This is an optimization exercise on Yosys and OpenROAD, whose aim is small area, a short achievable clock period and few clock cycles per item, not a production implementation. At most, simulation tests tie the RTL to the original design; equivalence was not proved. For run 4, only the layout was checked, not whether the RTL still works.

--- flow/run.sh ---
#!/bin/bash
# synth_recipe.tcl (not shown) runs the flow's synth.tcl, then flattens the netlist and writes it again
# the make line also repeats each setting of config.mk as NAME=value (left out here)
make -C /OpenROAD-flow-scripts/flow DESIGN_CONFIG=/design/flow/config.mk WORK_HOME=/design/flow/orfs CLKGATE_MAP_FILE= SYNTH_SCRIPT=/design/flow/synth_recipe.tcl finish
--- flow/config.mk ---
export PLATFORM = sky130hd
export DESIGN_NAME = aes_dec_core
export DESIGN_NICKNAME = aes_dec_core
export VERILOG_FILES = /design/flow/design.v
export SDC_FILE = /design/flow/constraint.sdc
export NUM_CORES = 4
export LEC_CHECK = 0
export CAP_MARGIN = 20
export CELL_PAD_IN_SITES_DETAIL_PLACEMENT = 1
export CELL_PAD_IN_SITES_GLOBAL_PLACEMENT = 2
export CORE_MARGIN = 2
export CORE_UTILIZATION = 30
export PLACE_DENSITY = 0.5
export SETUP_SLACK_MARGIN = 2.5
export SLEW_MARGIN = 20
--- flow/constraint.sdc ---
create_clock -name core_clock -period 8.0 [get_ports {clk}]
set_input_delay 1.6000 -clock core_clock [delete_from_list [all_inputs] [get_ports {clk}]]
set_output_delay 1.6000 -clock core_clock [all_outputs]
set_load 0.01 [all_outputs]
--- flow/design.v ---
module aes_dec_core (
    input  logic         clk,
    input  logic         rst,
    input  logic         start,
    input  logic [127:0] key,
    input  logic [127:0] ciphertext,
    input  logic         step_en,
    output logic         busy,
    output logic         done,
    output logic [127:0] plaintext
);
    function automatic logic [1:0] gf4_mul(input logic [1:0] a, input logic [1:0] b);
        logic t;
        t = a[1] & b[1];
        gf4_mul = {t ^ (a[1] & b[0]) ^ (a[0] & b[1]), t ^ (a[0] & b[0])};
    endfunction
    function automatic logic [3:0] gf16_mul(input logic [3:0] a, input logic [3:0] b);
        logic [1:0] t, u;
        t = gf4_mul(a[3:2], b[3:2]);
        u = gf4_mul(a[3:2] ^ a[1:0], b[3:2] ^ b[1:0]);
        gf16_mul = {u ^ gf4_mul(a[1:0], b[1:0]), {t[0] ^ t[1], t[1]} ^ gf4_mul(a[1:0], b[1:0])};
    endfunction
    function automatic logic [3:0] gf16_inv(input logic [3:0] a);
        case (a)
            4'h0: gf16_inv = 4'h0;
            4'h1: gf16_inv = 4'h1;
            4'h2: gf16_inv = 4'h3;
            4'h3: gf16_inv = 4'h2;
            4'h4: gf16_inv = 4'hf;
            4'h5: gf16_inv = 4'hc;
            4'h6: gf16_inv = 4'h9;
            4'h7: gf16_inv = 4'hb;
            4'h8: gf16_inv = 4'ha;
            4'h9: gf16_inv = 4'h6;
            4'ha: gf16_inv = 4'h8;
            4'hb: gf16_inv = 4'h7;
            4'hc: gf16_inv = 4'h5;
            4'hd: gf16_inv = 4'he;
            4'he: gf16_inv = 4'hd;
            4'hf: gf16_inv = 4'h4;
            default: gf16_inv = 4'h0;
        endcase
    endfunction
    function automatic logic [11:0] gf256_inv_a(input logic [7:0] a);
        gf256_inv_a = {a[7:4], a[7:4] ^ a[3:0],
                       gf16_inv({a[4] ^ a[3], a[5] ^ a[2] ^ a[3], a[5] ^ a[7] ^ a[1] ^ a[2], a[4] ^ a[5] ^ a[6] ^ a[7] ^ a[0] ^ a[1] ^ a[3]} ^ gf16_mul(a[7:4], a[3:0]))};
    endfunction
    function automatic logic [7:0] gf256_inv_b(input logic [11:0] p);
        gf256_inv_b = {gf16_mul(p[11:8], p[3:0]), gf16_mul(p[7:4], p[3:0])};
    endfunction
    function automatic logic [11:0] inv_sbox_a(input logic [7:0] x);
        inv_sbox_a = gf256_inv_a({x[1] ^ x[2] ^ x[6] ^ x[7], ~(x[0] ^ x[3]), x[3] ^ x[4] ^ x[5] ^ x[6], ~(x[1] ^ x[2] ^ x[7]), ~(x[5] ^ x[7]), x[1] ^ x[2] ^ x[6], x[2] ^ x[3] ^ x[5] ^ x[6], x[3]});
    endfunction
    function automatic logic [7:0] inv_sbox_b(input logic [11:0] p);
        logic [7:0] t;
        t = gf256_inv_b(p);
        inv_sbox_b = {t[1] ^ t[2] ^ t[5], t[2] ^ t[3] ^ t[6] ^ t[7], t[1] ^ t[2] ^ t[5] ^ t[7], t[1] ^ t[3] ^ t[4], t[1] ^ t[4] ^ t[6] ^ t[7], t[1] ^ t[4] ^ t[5], t[4] ^ t[6] ^ t[7], t[0] ^ t[1] ^ t[2] ^ t[4]};
    endfunction
    function automatic logic [11:0] sbox_a(input logic [7:0] x);
        sbox_a = gf256_inv_a({x[5] ^ x[7], x[1] ^ x[2] ^ x[3] ^ x[4] ^ x[5] ^ x[6], x[1] ^ x[4] ^ x[6] ^ x[7], x[2] ^ x[3] ^ x[4] ^ x[6] ^ x[7], x[1] ^ x[2] ^ x[6] ^ x[7], x[3] ^ x[4] ^ x[6], x[1] ^ x[3], x[0] ^ x[1] ^ x[2] ^ x[3] ^ x[7]});
    endfunction
    function automatic logic [7:0] sbox_b(input logic [11:0] p);
        logic [7:0] t;
        t = gf256_inv_b(p);
        sbox_b = {t[2] ^ t[7], ~(t[4] ^ t[7]), ~(t[2] ^ t[3] ^ t[7]), t[0] ^ t[2] ^ t[3] ^ t[4] ^ t[5], t[0], t[0] ^ t[1] ^ t[2] ^ t[3] ^ t[4], ~(t[0] ^ t[1] ^ t[3] ^ t[7]), ~(t[0] ^ t[6])};
    endfunction
    function automatic logic [7:0] xtime(input logic [7:0] x);
        xtime = {x[6:0], 1'b0} ^ (x[7] ? 8'h1b : 8'h00);
    endfunction
    function automatic logic [7:0] inv_xtime(input logic [7:0] x);
        inv_xtime = x[0] ? {1'b1, x[7:1] ^ 7'h0d} : {1'b0, x[7:1]};
    endfunction
    function automatic logic [31:0] inv_mix_col(input logic [31:0] col);
        logic [7:0] a0, a1, a2, a3, b0, b1, b2, b3, u, v, t;
        a0 = col[31:24];
        a1 = col[23:16];
        a2 = col[15:8];
        a3 = col[7:0];
        u  = xtime(xtime(a0 ^ a2));
        v  = xtime(xtime(a1 ^ a3));
        b0 = a0 ^ u;
        b1 = a1 ^ v;
        b2 = a2 ^ u;
        b3 = a3 ^ v;
        t  = b0 ^ b1 ^ b2 ^ b3;
        inv_mix_col = {b0 ^ t ^ xtime(b0 ^ b1), b1 ^ t ^ xtime(b1 ^ b2),
                       b2 ^ t ^ xtime(b2 ^ b3), b3 ^ t ^ xtime(b3 ^ b0)};
    endfunction
    function automatic logic [127:0] inv_mix(input logic [127:0] s);
        inv_mix = {inv_mix_col(s[127:96]), inv_mix_col(s[95:64]),
                   inv_mix_col(s[63:32]), inv_mix_col(s[31:0])};
    endfunction
    function automatic logic [191:0] round_a(input logic [127:0] s);
        logic [191:0] o;
        logic [3:0]   dst;
        logic [3:0]   src;
        o = '0;
        for (int i = 0; i < 16; i++) begin
            dst = 4'(i);
            src = {dst[3:2] - dst[1:0], dst[1:0]};
            o[191 - 12*i -: 12] = inv_sbox_a(s[127 - 8*int'(src) -: 8]);
        end
        round_a = o;
    endfunction
    function automatic logic [127:0] round_b(input logic [191:0] p);
        logic [127:0] o;
        o = '0;
        for (int i = 0; i < 16; i++) o[127 - 8*i -: 8] = inv_sbox_b(p[191 - 12*i -: 12]);
        round_b = o;
    endfunction
    function automatic logic [47:0] key_a(input logic [31:0] w);
        key_a = {sbox_a(w[23:16]), sbox_a(w[15:8]), sbox_a(w[7:0]), sbox_a(w[31:24])};
    endfunction
    function automatic logic [31:0] key_b(input logic [47:0] m);
        key_b = {sbox_b(m[47:36]), sbox_b(m[35:24]), sbox_b(m[23:12]), sbox_b(m[11:0])};
    endfunction
    localparam logic DEC = 1'b0;   
    localparam logic EXP = 1'b1;   
    logic         phi_r;           
    logic [1:0]   act_r;           
    logic [1:0]   mode_r;
    logic [1:0]   half_r;          
    logic [1:0]   chk_r;           
    logic [1:0]   own_r;           
    logic [1:0]   go_r;            
    logic         yng_r;           
    logic [15:0]  rc_r;            
    logic [255:0] s_r;             
    logic [255:0] r_r;             
    logic [191:0] p_r;
    logic [47:0]  m_r;
    logic [127:0] k10c_r;          
    logic [127:0] k0c_r;           
    logic         kv_r;
    logic         hit_r;
    logic [127:0] pt_r;
    logic         busy_r, done_r, pend_r;
    logic         a, b;            
    logic [127:0] s_a, r_a, r_b;
    logic [31:0]  kw_a;
    logic [31:0]  ksub;
    logic [127:0] y, kdec, kfwd, z;
    logic         do_a, do_b, fin_b, expend_b, hit, accept, ld;
    logic [1:0]   free;
    assign a = phi_r;
    assign b = ~phi_r;
    assign s_a  = s_r[128*a +: 128];
    assign r_b  = r_r[128*b +: 128];
    assign r_a  = r_r[128*a +: 128];
    assign kw_a = (mode_r[a] == EXP) ? r_a[31:0] : (r_a[31:0] ^ r_a[63:32]);
    assign y    = round_b(p_r);
    assign ksub = key_b(m_r);
    assign kdec = {r_b[127:96] ^ ksub ^ {rc_r[8*b +: 8], 24'h0}, r_b[127:96] ^ r_b[95:64],
                   r_b[95:64] ^ r_b[63:32], r_b[63:32] ^ r_b[31:0]};
    always_comb begin
        kfwd[127:96] = r_b[127:96] ^ ksub ^ {rc_r[8*b +: 8], 24'h0};
        kfwd[95:64]  = r_b[95:64] ^ kfwd[127:96];
        kfwd[63:32]  = r_b[63:32] ^ kfwd[95:64];
        kfwd[31:0]   = r_b[31:0] ^ kfwd[63:32];
    end
    assign z    = y ^ kdec;
    assign fin_b    = act_r[b] && half_r[b] && (mode_r[b] == DEC) && (rc_r[8*b +: 8] == 8'h01);
    assign do_b     = act_r[b] && half_r[b] && (step_en || fin_b);
    assign expend_b = (mode_r[b] == EXP) && (rc_r[8*b +: 8] == 8'h36);
    assign do_a     = step_en && act_r[a] && !(a == yng_r && act_r[b] && !go_r[b]);
    assign hit    = kv_r && (key == k0c_r);
    assign accept = start && !busy_r;
    assign free[0] = !act_r[0] || (do_b && fin_b && b == 1'b0);
    assign free[1] = !act_r[1] || (do_b && fin_b && b == 1'b1);
    logic phi_n;
    assign phi_n = phi_r ^ step_en;
    assign ld    = (free[phi_n] ? phi_n : ~phi_n);
    logic [1:0]   act_s, mode_s, half_s, chk_s, own_s, go_s;
    logic         yng_s;
    logic [15:0]  rc_s;
    logic [255:0] s_s;
    logic [255:0] r_s;
    logic [127:0] k10c_s, k0c_s;
    logic         kv_s, hit_s, busy_s, done_s, pend_s, pt_en;
    always_comb begin
        act_s  = act_r;
        mode_s = mode_r;
        half_s = half_r;
        chk_s  = 2'b00;
        own_s  = own_r;
        go_s   = go_r;
        yng_s  = yng_r;
        rc_s   = rc_r;
        s_s    = s_r;
        r_s    = r_r;
        k10c_s = k10c_r;
        k0c_s  = k0c_r;
        kv_s   = kv_r;
        hit_s  = hit_r;
        pt_en  = 1'b0;
        done_s = step_en && (pend_r || (do_b && fin_b));
        pend_s = !step_en && (pend_r || (do_b && fin_b));
        if (do_a) begin
            half_s[a] = 1'b1;
            go_s[a]   = 1'b1;
        end
        if (do_b && fin_b) pt_en = 1'b1;
        if (do_b && expend_b && own_r[b] && !accept) begin
            k10c_s = kfwd;
            kv_s   = 1'b1;
        end
        for (int j = 0; j < 2; j++) begin
            if (do_b && b == 1'(j)) begin
                half_s[j] = 1'b0;
                if (mode_r[j] == DEC) begin
                    r_s[128*j +: 128] = kdec;
                    rc_s[8*j +: 8]    = inv_xtime(rc_r[8*j +: 8]);
                    if (fin_b) act_s[j] = 1'b0;
                    else       s_s[128*j +: 128] = inv_mix(z);
                end else begin
                    r_s[128*j +: 128] = kfwd;
                    rc_s[8*j +: 8]    = xtime(rc_r[8*j +: 8]);
                    if (expend_b) begin
                        s_s[128*j +: 128] = s_r[128*j +: 128] ^ k10c_r ^ kfwd;
                        rc_s[8*j +: 8]    = 8'h36;
                        mode_s[j]         = DEC;
                    end
                end
            end
            if (chk_r[j] && !hit_r) begin
                mode_s[j]         = EXP;
                half_s[j]         = 1'b0;
                go_s[j]           = 1'b0;
                r_s[128*j +: 128] = k0c_r;
                rc_s[8*j +: 8]    = 8'h01;
            end
            if (accept && ld == 1'(j)) begin
                act_s[j]          = 1'b1;
                mode_s[j]         = DEC;
                half_s[j]         = 1'b0;
                go_s[j]           = 1'b0;
                chk_s[j]          = 1'b1;
                rc_s[8*j +: 8]    = 8'h36;
                s_s[128*j +: 128] = ciphertext ^ k10c_r;
                r_s[128*j +: 128] = k10c_r;
            end
        end
        if (accept) begin
            yng_s  = ld;
            own_s  = ld ? 2'b10 : 2'b01;
            k0c_s  = key;
            kv_s   = hit;
            hit_s  = hit;
        end
        busy_s = 1'b1;
        for (int j = 0; j < 2; j++) begin
            if (!act_s[j] || (half_s[j] && mode_s[j] == DEC && rc_s[8*j +: 8] == 8'h01)) busy_s = 1'b0;
        end
    end
    always_ff @(posedge clk) begin
        if (rst) begin
            phi_r  <= 1'b0;
            act_r  <= 2'b00;
            half_r <= 2'b00;
            chk_r  <= 2'b00;
            own_r  <= 2'b00;
            go_r   <= 2'b00;
            yng_r  <= 1'b0;
            kv_r   <= 1'b0;
            busy_r <= 1'b0;
            done_r <= 1'b0;
            pend_r <= 1'b0;
        end else begin
            phi_r  <= phi_n;
            act_r  <= act_s;
            half_r <= half_s;
            chk_r  <= chk_s;
            own_r  <= own_s;
            go_r   <= go_s;
            yng_r  <= yng_s;
            kv_r   <= kv_s;
            busy_r <= busy_s;
            done_r <= done_s;
            pend_r <= pend_s;
        end
        mode_r <= mode_s;
        rc_r   <= rc_s;
        s_r    <= s_s;
        r_r    <= r_s;
        k10c_r <= k10c_s;
        k0c_r  <= k0c_s;
        hit_r  <= hit_s;
        if (step_en) begin
            p_r <= round_a(s_a);
            m_r <= key_a(kw_a);
        end
        if (pt_en) pt_r <= z;
    end
    assign busy      = busy_r;
    assign done      = done_r;
    assign plaintext = pt_r;
endmodule
==> flow_summary.yaml, run 1 <==
floorplan:
  core-area_mm2: 0.325
  rows: 209
  die_x_um: 576
  ios: 390
  dieArea_mm2: 0.332
  die_y_um: 576
  start_util_pct: 30.2
worst_setup_path:
  crit_path_end_kind: "flop"
  crit_type: "flop to flop"
  crit_path_start: "m_r[1]"
  cp-endpoint: "s_r[108]"
  cp.required_ns: 8.63
  cp_max_fo: 10
  critPathLaunchType: "flop"
  reg2reg_slack_ns: 2.56
  arrival_ns: 6.07
  timing.rr.end: "s_r[108]"
  reg2regPathDepth: 12
  r2r_start: "m_r[1]"
cts:
  clock_path_buffers: 4
  htreeDepth: 4
  cts_buffers: 169
  cts-hold-fix-buffers: 0
  cts_tree: "built"
  clk_pin_slew_ns: 0.07
  clock_sinks: 1170
  cts-root-buf: "clkbuf_16"
  insertion_delay_ns: 0.89
synthesis:
  synth-seq-cells: 1170
  synth_cells: 9608
  syn_area_mm2: 0.0981
  synth_ff_type: "edfxtp_1"
  yosys_warnings: 1
  synthArstFlopShare_pct: 0
  synth_nets: 10100
  synth-seq-area-share_pct: 35.5
  postSynthAreaPerCell_um2: 10.2
  netlist-cell-type-count: 94
  synth_edf_count: 1137
detailed_routing:
  drc_errors: 0
  wirelength_mm: 509
  postRouteAntennaNets: 0
  drt_first_pass_iters: 6
  vias: 75900
  wire_per_inst_um: 35.2
  via_per_inst: 5.25
  drtIter0Drc: 6433
placement:
  dpl.hpwl_mm: 399
  gp_congestion: 0.891
  port_buffers: 389
  numPlacedInstances: 14100
final_layout:
  drive_above_1_share_pct: 10.3
  nets: 10500
  finalNonFillerCells: 14500
  area_delta_synth_final_pct: 17.7
  n_fill_cell: 35900
job:
  max-cap-violations: 0
grt:
  overflow: 0
  grt_pass1_wl_mm: 681
  grt_pass1_vias: 76600
  antenna_found_initial: 40
  grt_use_total_pct: 29.9
  grt_max_degree: 147
min_path:
  hp-class: "flop to flop"
sta:
  worst_pin_slew_ns: 1.36
  rsz0062_at_grt: "yes"
  layout_worst_path_cycle_share_pct: 68.0
  setup_viol: 0
  report.final.slew_viol_count: 0
  fmax_mhz: 184
  fin_setup_tns_ns: 0
  slew_headroom_pct: 8.61
  post-route-min-period_ns: 5.44
  skew_ns: 0.0371
  final_hold_viol_count: 0
status:
  status: "timing/DRC/antenna clean"
[worst min-delay path by stage]
stage | start | end | slack, ns | cells after the start
floorplan | own_r[0] | own_r[0] | 0.47 | 2
global placement | go_r[1] | go_r[1] | 0.48 | 2
detailed placement | go_r[0] | go_r[0] | 0.49 | 2
CTS | go_r[0] | go_r[0] | 0.50 | 2
global route | go_r[0] | go_r[0] | 0.52 | 2
finish | go_r[0] | go_r[0] | 0.49 | 2
[cells in the mapped netlist (25+ instances only)]
master / instances / area share (%)
nor4_1: 28 / 0.18
clkbuf_1: 283 / 1.1
a32oi_1: 44 / 0.39
inv_1: 283 / 1.1
edfxtp_1: 1137 / 35
xnor3_1: 242 / 5.6
mux4_2: 25 / 0.57
o211ai_1: 140 / 1.1
ha_1: 236 / 3.0
nand2_1: 910 / 3.5
a22o_1: 27 / 0.24
mux2_2: 122 / 1.4
nand2b_1: 132 / 0.84
a22oi_1: 61 / 0.47
xnor2_1: 1840 / 16
a21oi_1: 575 / 2.9
o21a_1: 25 / 0.19
xor2_1: 1024 / 9.1
xor3_1: 43 / 1.0
buf_1: 45 / 0.17
buf_2: 99 / 0.51
buf_4: 26 / 0.20
nor2_1: 611 / 2.3
o22ai_1: 31 / 0.20
xnor2_2: 27 / 0.45
a31oi_1: 64 / 0.41
nor2b_1: 59 / 0.38
o21ai_0: 630 / 3.2
nor3_1: 38 / 0.19
nand3_1: 34 / 0.17
dfxtp_1: 33 / 0.67
mux2i_1: 297 / 3.0
o21ai_1: 53 / 0.27
[per-stage QoR]
| step | utilization [%] | instance area [µm²] | hold slack [ns] | worst slack (ns) |
|---|---|---|---|---|
| 5_1_grt | 35.5 | 115000 | 0.517 | 2.45 |
| 2_1_floorplan | - | 98200 | 0.468 | 0.00260 |
| 3_5_place_dp | 33.3 | 108000 | 0.486 | 1.66 |
| 6_report | 35.5 | 115000 | 0.493 | 2.56 |
| 3_3_place_gp | 33.3 | 108000 | 0.478 | 1.15 |
| 4_1_cts | 35.2 | 114000 | 0.498 | 2.31 |
[critical path, stage by stage, from the launching register on]
cell,delay [ns]
edfxtp_1,0.60
mux2_2,0.35
a221oi_1,0.48
xnor2_2,0.25
xnor3_2,0.51
xnor2_4,0.43
xnor3_4,0.71
xnor2_4,0.26
xnor3_2,0.43
xor2_2,0.38
xnor3_1,0.41
xnor2_1,0.24
o21ai_1,0.10
[repair_timing]
item | in CTS | in global routing
pin swaps | 4 | 5
setup endpoints to repair | 239 | 135
cloned | 1 | 1
setup buffers | 9 | 25
resized for setup | 103 | 101
[placed cells by master, fill, tap and decap left out, types with 25 or more instances in the layout]
master,n
o21ai_0,616
o22ai_1,31
mux2i_2,25
a31oi_1,64
o21a_1,25
xor2_1,988
mux2_2,121
a32oi_1,44
xnor3_1,236
bufinv_16,25
nor3_1,38
nand2b_1,130
mux4_2,25
nor4_1,25
a21oi_1,560
xnor2_1,1744
nand3_1,33
xnor2_2,116
a22oi_1,60
clkbuf_1,28
clkbuf_16,172
o21ai_1,49
inv_1,280
mux2i_1,257
o211ai_1,140
ha_1,236
nor2_1,603
edfxtp_1,1137
buf_4,245
clkinv_2,30
clkdlybuf4s50_1,388
a22o_1,27
nand2_1,906
xor3_1,39
nor2b_1,57
dfxtp_1,30
xor2_2,49
[layout make-up]
cell class,count,area (µm²),area share (%)
clock buffer,202,4440,3.84
clock inverter,97,1150,0.994
tap,4325,5410,4.69
sequential,1170,34800,30.2
antenna,18,45.0,0.0390
timing repair inverter,1,11.3,0.00976
multi-input combinational,7695,62000,53.7
timing repair buffer,670,6410,5.55
inverter,287,1120,0.967
[layer usage]
metal,GRT usage (%),routed length [µm]
met5,0,47
met4,11.4,22400
met3,3.28,23500
met2,49.4,237000
met1,40.2,226000
[flip-flops by register name, summed over array words and instances (netlist names), 16 cells and up]
name,count
p_r,192
s_r,256
rc_r,16
m_r,48
k0c_r,128
r_r,256
k10c_r,128
pt_r,128
[kinds of logic after synthesis]
group                    synth area share, %
AND/OR/NAND/NOR                         8.65
flip-flops                              35.5
adder cells (fa/ha/maj)                 3.01
AO/OA/AOI/OAI                           11.0
XOR/XNOR                                33.7
multiplexers                            5.08
buffers and inverters                   3.09
Testbench counts, summed over its fixed seeds: cycles 7,280, blocks 560.
==> inputs of run 2 (changes only) <==
--- a/flow/config.mk
+++ b/flow/config.mk
@@ -11,5 +11,5 @@
 export CORE_MARGIN = 2
 export CORE_UTILIZATION = 30
 export PLACE_DENSITY = 0.5
-export SETUP_SLACK_MARGIN = 2.5
+export SETUP_SLACK_MARGIN = 4
 export SLEW_MARGIN = 20
==> run 2 against run 1 <==
Register-to-register slack better by 0.56 ns. Clock skew is 0.030 ns higher. Critical endpoint is now s_r[243]. Largest cell class unchanged. Fmax is 11% higher. Hold slack better by 0.0082 ns. Still clean.
==> flow_summary.yaml, run 2 <==
synthesis:
  synthTopCellsByCount: "1840 x xnor2_1, 1137 x edfxtp_1, 1024 x xor2_1"
  synth_ff_type: "edfxtp_1"
  yosys_warnings: 1
  synth-seq-cells: 1170
  synth_edf_count: 1137
  synth-seq-area-share_pct: 35.5
  synth_top_area_share_pct: 34.8
  synthArstFlopShare_pct: 0
  synth_top_area_cell: "edfxtp_1"
  postSynthAreaPerCell_um2: 10.2
  yosysMostFrequentCell: "xnor2_1"
  syn_area_mm2: 0.0981
  ys_top_cells_by_area: "edfxtp_1 35%, xnor2_1 16%, xor2_1 9.1%"
  netlist-cell-type-count: 94
  synth_cells: 9608
  synth_nets: 10100
grt:
  grt_pass1_wl_mm: 752
  antenna_found_initial: 43
  grt_max_degree: 154
  grt_use_total_pct: 33.2
  overflow: 0
  grt_pass1_vias: 84200
worst_setup_path:
  arrival_ns: 5.48
  critPathMaxStageDelay_ns: 0.59
  crit_path_start: "phi_r"
  critPathSlowestCell: "xnor3_4"
  critPathLaunchType: "flop"
  crit_chain: "buf_12 -> buf_8 -> buf_4 -> buf_16 -> mux2i_1 -> xnor3_1 -> buf_6 -> xnor3_4 -> xor3_2 -> xnor2_4 -> xnor3_2 -> xor2_1 -> xnor2_1 -> a221o_1"
  crit_type: "flop to flop"
  r2r_start: "phi_r"
  cp.required_ns: 8.60
  cp_max_fo: 19
  crit_path_end_kind: "flop"
final_layout:
  area_delta_synth_final_pct: 53.1
  final_cell_mix: "1416 x buf_4, 1137 x edfxtp_1, 1080 x xnor2_1"
  drive_above_1_share_pct: 38.1
  layout_commonest_cell: "buf_4"
  nets: 12300
  top_regs: "r_r: 256 flops, s_r: 256 flops, p_r: 192 flops"
sta:
  setup_ws_ns: 3.12
  post-route-min-period_ns: 4.88
  setup_viol: 0
  final_hold_viol_count: 0
  fin_setup_tns_ns: 0
  fmax_mhz: 205
  rsz0062_at_grt: "yes"
  report.final.slew_viol_count: 0
  worst_pin_slew_ns: 1.18
  layout_worst_path_cycle_share_pct: 61.0
  slew_headroom_pct: 21.0
  skew_ns: 0.0670
cts:
  cts-hold-fix-buffers: 0
  cts_buffers: 167
  cts-root-buf: "clkbuf_16"
  htreeDepth: 4
  insertion_delay_ns: 0.92
  cts_tree: "built"
  clk_pin_slew_ns: 0.06
  clock_sinks: 1170
  clock_path_buffers: 4
floorplan:
  die_x_um: 576
  core-area_mm2: 0.325
  start_util_pct: 30.2
  dieArea_mm2: 0.332
  rows: 209
  ios: 390
  die_y_um: 576
detailed_routing:
  postRouteAntennaNets: 0
  drc_errors: 0
  via_per_inst: 5.28
  drtIter0Drc: 7415
  vias: 85900
  drt_first_pass_iters: 6
  wire_per_inst_um: 36.0
  wirelength_mm: 586
placement:
  gp_congestion: 0.889
  port_buffers: 389
  dp_worst_setup_slack_ns: 1.44
  dpl.hpwl_mm: 396
min_path:
  hp-class: "flop to flop"
  holdCritStartpoint: "go_r[0]"
status:
  status: "timing/DRC/antenna clean"
job:
  max-cap-violations: 0
## run 2: cell counts after synthesis
No cell type changed its count.
## run 2: worst paths after layout
path	to	slack (ns)	depth (start not counted)
max	s_r[243]	3.12	14
min	go_r[0]	0.50	2
max reg2reg	s_r[243]	3.12	14
min reg2reg	go_r[0]	0.50	2
## run 2: logic make-up after synthesis
logic type	Yosys count	synth area share [%]
mux	450	5.08
fa+ha+maj	236	3.01
xor+xnor	3223	33.7
buf+inv	743	3.09
flops	1170	35.5
compound gates	1830	11.0
simple gates	1956	8.65
## run 2: worst max-delay path: cells and delay by family (launching register included)
kind / cells / cell delay, ns
xor+xnor: 7 / 2.53
buf+inv: 5 / 0.88
mux: 1 / 0.25
flops: 1 / 0.46
compound gates: 1 / 0.39
## run 2: through the flow
step	instances	area, µm²	utilization [%]	hold slack, ns
2_1_floorplan	9608	98200	-	0.468
3_3_place_gp	14100	108000	33.3	0.489
3_5_place_dp	14100	108000	33.3	0.490
4_1_cts	15500	135000	41.6	0.502
5_1_grt	16300	150000	46.2	0.523
6_report	16300	150000	46.3	0.501
## run 2: final cells by class
class	count	area (µm²)
multi-input cells	7702	78200
diodes	14	35.0
well taps	4325	5410
clock inverters	81	687
inverters	287	1170
clock buffers	221	4540
fillers	33900	175000
repair inverters	8	160
repair buffers	2459	25200
flip-flops and latches	1170	34800
## run 2: what timing repair did
action	4_1_cts	5_1_grt
gates cloned	55	21
buffers inserted	1002	758
endpoints found under the setup margin	1295	1006
resized for setup	1891	1489
pin swaps	447	714
## run 2: per-layer routing
metal / vias to the layer above / global-route usage [%] / wire (µm)
met5: - / 0 / 102
met2: 2809 / 54.6 / 271000
met4: 16 / 15.6 / 40000
li1: 37600 / - / -
met3: 842 / 4.22 / 32500
met1: 44700 / 43.2 / 242000
==> inputs of run 3 (changes only) <==
--- a/flow/config.mk
+++ b/flow/config.mk
@@ -11,5 +11,4 @@
 export CORE_MARGIN = 2
 export CORE_UTILIZATION = 30
 export PLACE_DENSITY = 0.5
-export SETUP_SLACK_MARGIN = 4
 export SLEW_MARGIN = 20
==> run 3 against run 2 <==
Still clean. Clock skew down 0.0079 ns. Core utilization down 11 points. Area after synthesis unchanged. Cell area down 24%. Cell count down 11%. Sequential share of layout area up 7.5 points. Largest cell class unchanged.
==> flow_summary.yaml, run 3 <==
floorplan:
  dieArea_mm2: 0.332
  die_y_um: 576
  ios: 390
  rows: 209
  start_util_pct: 30.2
  die_x_um: 576
  core-area_mm2: 0.325
worst_setup_path:
  r2r_start: "phi_r"
  crit_type: "flop to flop"
  arrival_ns: 7.11
  crit_path_end_kind: "flop"
  reg2reg_slack_ns: 1.54
  timing.rr.end: "m_r[12]"
  reg2regPathDepth: 16
  critPathLaunchType: "flop"
  cp.required_ns: 8.64
  cp_max_fo: 60
synthesis:
  synth_top_area_share_pct: 34.8
  synthArstFlopShare_pct: 0
  synth_ff_type: "edfxtp_1"
  yosys_warnings: 1
  ys_top_cells_by_area: "edfxtp_1 35%, xnor2_1 16%, xor2_1 9.1%"
  netlist-cell-type-count: 94
  synth_top_area_cell: "edfxtp_1"
  yosysMostFrequentCell: "xnor2_1"
  synthTopCellsByCount: "1840 x xnor2_1, 1137 x edfxtp_1, 1024 x xor2_1"
  synth_cells: 9608
  syn_area_mm2: 0.0981
  postSynthAreaPerCell_um2: 10.2
  synth-seq-area-share_pct: 35.5
  synth-seq-cells: 1170
  synth_edf_count: 1137
  synth_nets: 10100
sta:
  layout_worst_path_cycle_share_pct: 80.8
  fin_setup_tns_ns: 0
  rsz0062_at_grt: "no"
  slew_headroom_pct: 19.6
  holdWs_ns: 0.503
  skew_ns: 0.0591
  report.final.slew_viol_count: 0
  setup_viol: 0
  post-route-min-period_ns: 6.46
  fmax_mhz: 155
  final_hold_viol_count: 0
  worst_pin_slew_ns: 1.20
final_layout:
  drive_above_1_share_pct: 8.26
  layout_commonest_cell: "xnor2_1"
  top_regs: "r_r: 256 flops, s_r: 256 flops, p_r: 192 flops"
  finalNonFillerCells: 14400
  final_cell_mix: "1821 x xnor2_1, 1137 x edfxtp_1, 1018 x xor2_1"
  nets: 10400
  area_delta_synth_final_pct: 15.8
cts:
  clock_sinks: 1170
  cts_tree: "built"
  post_cts_resize_count: 0
  cts-hold-fix-buffers: 0
  clk_pin_slew_ns: 0.06
  cts_buffers: 170
  insertion_delay_ns: 0.91
  htreeDepth: 4
  clock_path_buffers: 4
  cts-root-buf: "clkbuf_16"
  post_cts.repair.setup_buffers: 0
detailed_routing:
  wirelength_mm: 503
  postRouteAntennaNets: 0
  drt_first_pass_iters: 5
  via_per_inst: 5.21
  wire_per_inst_um: 34.9
  drc_errors: 0
  vias: 75200
  drtIter0Drc: 6032
min_path:
  hp-class: "flop to flop"
  hold_end: "go_r[0]"
  hold_path_depth: 2
  holdCritStartpoint: "go_r[0]"
status:
  status: "timing/DRC/antenna clean"
placement:
  gp_congestion: 0.910
  port_buffers: 389
  dpl.hpwl_mm: 395
  numPlacedInstances: 14100
grt:
  grt_max_degree: 151
  grt_pass1_wl_mm: 676
  overflow: 0
  grt_pass1_vias: 76400
  antenna_found_initial: 38
  grt_use_total_pct: 29.7
job:
  max-cap-violations: 0
## run 3: logic make-up after synthesis
logic type	count (synthesis)	share of synthesized area (%)
xor gates and xnor gates	3223	33.7
and+or+nand+nor	1956	8.65
AOI/OAI and AO/OA	1830	11.0
DFF	1170	35.5
buffers and inverters	743	3.09
muxes	450	5.08
adders and majority gates	236	3.01
## run 3: stage by stage
step                utilization (%)  setup WS (ns)  instance area [µm²]
CTS                            35.0           1.59               114000
global route                   35.0           1.13               114000
detailed placement             33.3           1.56               108000
global placement               33.2           1.74               108000
floorplan                         -        0.00240                98200
finish                         35.0           1.54               114000
## run 3: area by class of cell
type                    count  area [µm²]
diodes                     16        40.0
clock buffers             204        4530
clock inverters           105         980
fillers                 36000      211000
inverters                 287        1100
multi-input cells        7695       60800
flip-flops and latches   1170       34800
well taps                4325        5410
repair buffers            629        6000
## run 3: worst max-delay path, stage by stage (launching register included)
cell and delay [ns]:
dfxtp_4 0.72, buf_12 0.42, mux2_2 0.59, o21ai_0 0.36, a211oi_1 0.14, o31ai_1 0.72
xor2_1 0.51, ha_1 0.26, xnor2_1 0.18, xnor2_1 0.19, xnor2_1 0.16, xnor2_1 0.17
xor2_1 0.47, inv_1 0.19, ha_1 0.24, or2_2 0.28, mux4_2 0.46
## run 3: worst max path at each step
stage / from / depth (start not counted) / endpoint / slack [ns]
final: phi_r / 16 / m_r[12] / 1.54
after global routing: phi_r / 16 / m_r[12] / 1.13
after CTS: phi_r / 15 / p_r[156] / 1.59
after detailed placement: phi_r / 16 / m_r[12] / 1.56
after global placement: phi_r / 16 / m_r[12] / 1.74
after floorplan: phi_r / 11 / k10c_r[0] / 0.002
## run 3: metal layers
metal / vias to the layer above / share of wire [%] / global-route usage (%) / wire, µm
met3: 479 / 4.0 / 3.13 / 20200
met4: 10 / 4.2 / 10.9 / 21000
met1: 39000 / 44 / 39.3 / 224000
li1: 33900 / - / - / -
met2: 1791 / 47 / 49.8 / 238000
met5: - / 0.013 / 0 / 67
==> inputs of run 4 (changes only) <==
--- a/flow/design.v
+++ b/flow/design.v
@@ -136,7 +136,7 @@
     logic [127:0] pt_r;
     logic         busy_r, done_r, pend_r;
     logic         a, b;            
-    logic [127:0] s_a, r_a, r_b;
+    logic [127:0] s_a, r_b;
     logic [31:0]  kw_a;
     logic [31:0]  ksub;
     logic [127:0] y, kdec, kfwd, z;
@@ -144,10 +144,17 @@
     logic [1:0]   free;
     assign a = phi_r;
     assign b = ~phi_r;
-    assign s_a  = s_r[128*a +: 128];
-    assign r_b  = r_r[128*b +: 128];
-    assign r_a  = r_r[128*a +: 128];
-    assign kw_a = (mode_r[a] == EXP) ? r_a[31:0] : (r_a[31:0] ^ r_a[63:32]);
+    logic [13:0]  phi_q;
+    logic [31:0]  kw0, kw1;
+    for (genvar g = 0; g < 8; g++) begin : g_sa
+        assign s_a[16*g +: 16] = phi_q[g] ? s_r[128 + 16*g +: 16] : s_r[16*g +: 16];
+    end
+    for (genvar g = 0; g < 4; g++) begin : g_rb
+        assign r_b[32*g +: 32] = phi_q[8 + g] ? r_r[32*g +: 32] : r_r[128 + 32*g +: 32];
+    end
+    assign kw0  = (mode_r[0] == EXP) ? r_r[31:0] : (r_r[31:0] ^ r_r[63:32]);
+    assign kw1  = (mode_r[1] == EXP) ? r_r[159:128] : (r_r[159:128] ^ r_r[191:160]);
+    assign kw_a = phi_q[12] ? kw1 : kw0;
     assign y    = round_b(p_r);
     assign ksub = key_b(m_r);
     assign kdec = {r_b[127:96] ^ ksub ^ {rc_r[8*b +: 8], 24'h0}, r_b[127:96] ^ r_b[95:64],
@@ -255,6 +262,7 @@
     always_ff @(posedge clk) begin
         if (rst) begin
             phi_r  <= 1'b0;
+            phi_q  <= '0;
             act_r  <= 2'b00;
             half_r <= 2'b00;
             chk_r  <= 2'b00;
@@ -267,6 +275,7 @@
             pend_r <= 1'b0;
         end else begin
             phi_r  <= phi_n;
+            for (int k = 0; k < 14; k++) phi_q[k] <= phi_q[k] ^ step_en;
             act_r  <= act_s;
             half_r <= half_s;
             chk_r  <= chk_s;
==> flow/flow/run.sh (new file) <==
#!/bin/bash
# Standard ORFS layout, with the synthesis technology mapping done by the ABC
# script in flow/abc_speed.script (area-oriented mapping, then sizing).
set -euo pipefail
cd "$(dirname "${BASH_SOURCE[0]}")/.."
W=$PWD
rm -rf "$W/scripts_own"
cp -r "$FLOW_HOME/scripts" "$W/scripts_own"
cp "$W/flow/abc_speed.script" "$W/scripts_own/abc_speed.script"
bash standard.sh SCRIPTS_DIR="$W/scripts_own" finish > "$W/standard_flow.log" 2>&1
==> flow/flow/abc_speed.script (new file) <==
&get -n
&st
&dch -f
&nf
&put
topo
stime -c
buffer -c
upsize -c
dnsize -c
==> flow/standard.sh (new file) <==
#!/bin/bash
# synth_recipe.tcl (not shown) runs the flow's synth.tcl, then flattens the netlist and writes it again
# the make line also repeats each setting of config.mk as NAME=value (left out here)
make -C /OpenROAD-flow-scripts/flow DESIGN_CONFIG=/design/flow/config.mk WORK_HOME=/design/flow/orfs CLKGATE_MAP_FILE= SYNTH_SCRIPT=/design/flow/synth_recipe.tcl "${@:-finish}"
--- a/flow/config.mk
+++ b/flow/config.mk
@@ -11,4 +11,5 @@
 export CORE_MARGIN = 2
 export CORE_UTILIZATION = 30
 export PLACE_DENSITY = 0.5
+export SETUP_SLACK_MARGIN = 2
 export SLEW_MARGIN = 20
removed: flow/run.sh
==> run 4 against run 3 <==
Still clean. Fmax increased by 9.0%. Register-to-register slack improved by 0.53 ns. Die area decreased by 1.5%. Critical path depth decreased by 4. Non-clock buffer count decreased by 21. Wire length decreased by 11%. Sequential share of layout area increased by 0.73 points. Core utilization decreased by 0.13 points. Synthesized cell count decreased by 1.4%. Highest routed layer unchanged.
==> flow_summary.yaml, run 4 <==
status:
  status: "timing/DRC/antenna clean"
synthesis:
  synth-seq-area-share_pct: 36.3
  synth-seq-cells: 1183
  yosys_warnings: 1
  syn_area_mm2: 0.0966
  synth_top_area_share_pct: 35.3
  synthArstFlopShare_pct: 0
  synth_nets: 9970
  synth_edf_count: 1137
  synth_ff_type: "edfxtp_1"
  netlist-cell-type-count: 73
  yosysMostFrequentCell: "xnor2_1"
  ys_top_cells_by_area: "edfxtp_1 35%, xnor2_1 17%, xor2_1 8.4%"
  postSynthAreaPerCell_um2: 10.2
  synth_top_area_cell: "edfxtp_1"
  synthTopCellsByCount: "1842 x xnor2_1, 1137 x edfxtp_1, 972 x nand2_1"
  synth_cells: 9474
cts:
  clock_sinks: 1183
  insertion_delay_ns: 0.88
  cts-hold-fix-buffers: 0
  clock_path_buffers: 4
  htreeDepth: 4
  cts-root-buf: "clkbuf_16"
  cts_buffers: 172
  clk_pin_slew_ns: 0.06
  cts_tree: "built"
worst_setup_path:
  cp.required_ns: 8.62
  crit_type: "flop to flop"
  crit_path_end_kind: "flop"
  cp_max_fo: 16
  arrival_ns: 6.55
  critPathLaunchType: "flop"
floorplan:
  rows: 208
  dieArea_mm2: 0.327
  die_x_um: 572
  die_y_um: 572
  ios: 390
  core-area_mm2: 0.321
  start_util_pct: 30.1
sta:
  rsz0062_at_grt: "yes"
  holdWs_ns: 0.493
  fmax_mhz: 169
  skew_ns: 0.0347
  setup_viol: 0
  slew_headroom_pct: 17.6
  report.final.slew_viol_count: 0
  fin_setup_tns_ns: 0
  layout_worst_path_cycle_share_pct: 74.1
  final_hold_viol_count: 0
  worst_pin_slew_ns: 1.20
  setup_ws_ns: 2.07
  post-route-min-period_ns: 5.93
grt:
  antenna_found_initial: 30
  overflow: 0
  grt_max_degree: 133
  grt_pass1_vias: 72700
  grt_pass1_wl_mm: 608
  grt_use_total_pct: 26.7
min_path:
  hp-class: "flop to flop"
detailed_routing:
  drtIter0Drc: 5341
  drt_first_pass_iters: 6
  drc_errors: 0
  wire_per_inst_um: 31.5
  postRouteAntennaNets: 0
  via_per_inst: 5.02
  wirelength_mm: 446
  vias: 71200
placement:
  port_buffers: 389
  dp_worst_setup_slack_ns: 1.47
  gp_congestion: 0.869
  dpl.hpwl_mm: 349
  placed_area_mm2: 0.106
  numPlacedInstances: 13900
final_layout:
  final_cell_mix: "1816 x xnor2_1, 1137 x edfxtp_1, 968 x nand2_1"
  nets: 10200
  area_delta_synth_final_pct: 15.7
  layout_commonest_cell: "xnor2_1"
  drive_above_1_share_pct: 7.06
  fin_area_mm2: 0.112
  finalNonFillerCells: 14200
  top_regs: "r_r: 256 flops, s_r: 256 flops, p_r: 192 flops"
job:
  max-cap-violations: 0
## run 4: cell types whose count changed in the layout (fill, tap and decap cells not counted), sizes merged, moves of 34 or more
cell    delta
a32oi     -44
nand2b    +36
a21oi     +86
nor2     -153
mux2i    +119
mux2     -107
xor2      -97
a211oi    +42
nand2     +64
o211ai    -96
nor2b     -41
xor3      +34
o21ai    +129
## run 4: path summary, 6_finish.rpt
kind	to	cells past startpoint	slack, ns	start
min reg2reg	go_r[0]	2	0.49	go_r[0]
min	go_r[0]	2	0.49	go_r[0]
max reg2reg	s_r[158]	12	2.07	phi_q[8]
max	s_r[158]	12	2.07	phi_q[8]
## run 4: kinds of logic (layout without fill, tap and decap cells)
logic type | after synthesis | count (layout) | share of synthesized area (%)
AOI/OAI and AO/OA | 1795 | 1795 | 10.1
xor gates and xnor gates | 3179 | 3179 | 34.6
adders and majority gates | 236 | 236 | 3.06
buffers and inverters | 845 | 1236 | 3.40
DFF | 1183 | 1183 | 36.3
muxes | 442 | 442 | 4.70
other | 0 | 9 | 0
and+or+nand+nor | 1794 | 1794 | 7.92
## run 4: layout make-up
class	instances	area, µm²
Fill cell	35300	209000
Multi-Input combinational cell	7446	58900
Sequential cell	1183	35100
Timing Repair Buffer	608	5800
Tap cell	4305	5390
Clock buffer	223	4590
Inverter	316	1200
Clock inverter	89	862
Antenna cell	9	22.5
## run 4: repair_timing
item / in CTS / in global routing
setup endpoints to repair: 73 / 50
resized for setup: 20 / 21
setup buffers: 0 / 1
## run 4: worst max-delay path, cell delays in order, from the launching register on
cell	delay, ns
dfxtp_2	0.84
buf_4	0.38
mux2i_1	0.33
xor2_1	0.82
xor3_1	0.75
xor2_1	0.40
xor2_1	0.51
xnor2_1	0.22
xor2_1	0.19
xnor2_1	0.83
nor2_1	0.10
a21oi_1	0.16
o21ai_0	0.10
## run 4: routing by layer
metal | track usage, % | up-vias | part of all wire, %
met3 | 2.08 | 326 | 3.6
met2 | 42.6 | 1577 | 45
met1 | 39.2 | 36600 | 49
li1 | - | 32700 | -
met4 | 5.49 | 4 | 2.1
met5 | 0 | - | 0.0069
## run 4: per-stage QoR
step,util (%)
2_1_floorplan,-
3_3_place_gp,33.0
3_5_place_dp,33.1
4_1_cts,34.8
5_1_grt,34.8
6_report,34.8

[what the ideal ports hide]
The results above use ideal ports. As a check the final layouts listed here were re-extracted and re-timed, cells and wires unchanged.
Step 1, drivers: a clkbuf_16 drives clk and a buf_2 each remaining input, both assumed.
Step 2, shift: input delay + t, output delay - t, t = (earliest + latest rising clock arrival at the registers) / 2. This alone moves slack from input paths to output paths.
a / b / c = ideal / step 1 / step 2; a / b = the first two.
| run | t (ns) | setup slack, ns | worst setup path after step 2 |
|---|---|---|---|
| run 1 | 0.984 | 2.558 / 2.558 / 2.225 | input to register |
| run 2 | 0.993 | 3.118 / 3.118 / 3.118 | register to register |
| run 3 | 0.995 | 1.535 / 1.535 / 1.535 | register to register |
| run 4 | 0.972 | 2.070 / 2.070 / 2.070 | register to register |
After both steps setup and hold are still met in every run listed. For run 1, which loses most, drivers alone change the setup slack by 0.000 ns; drivers and shift together by -0.333 ns.
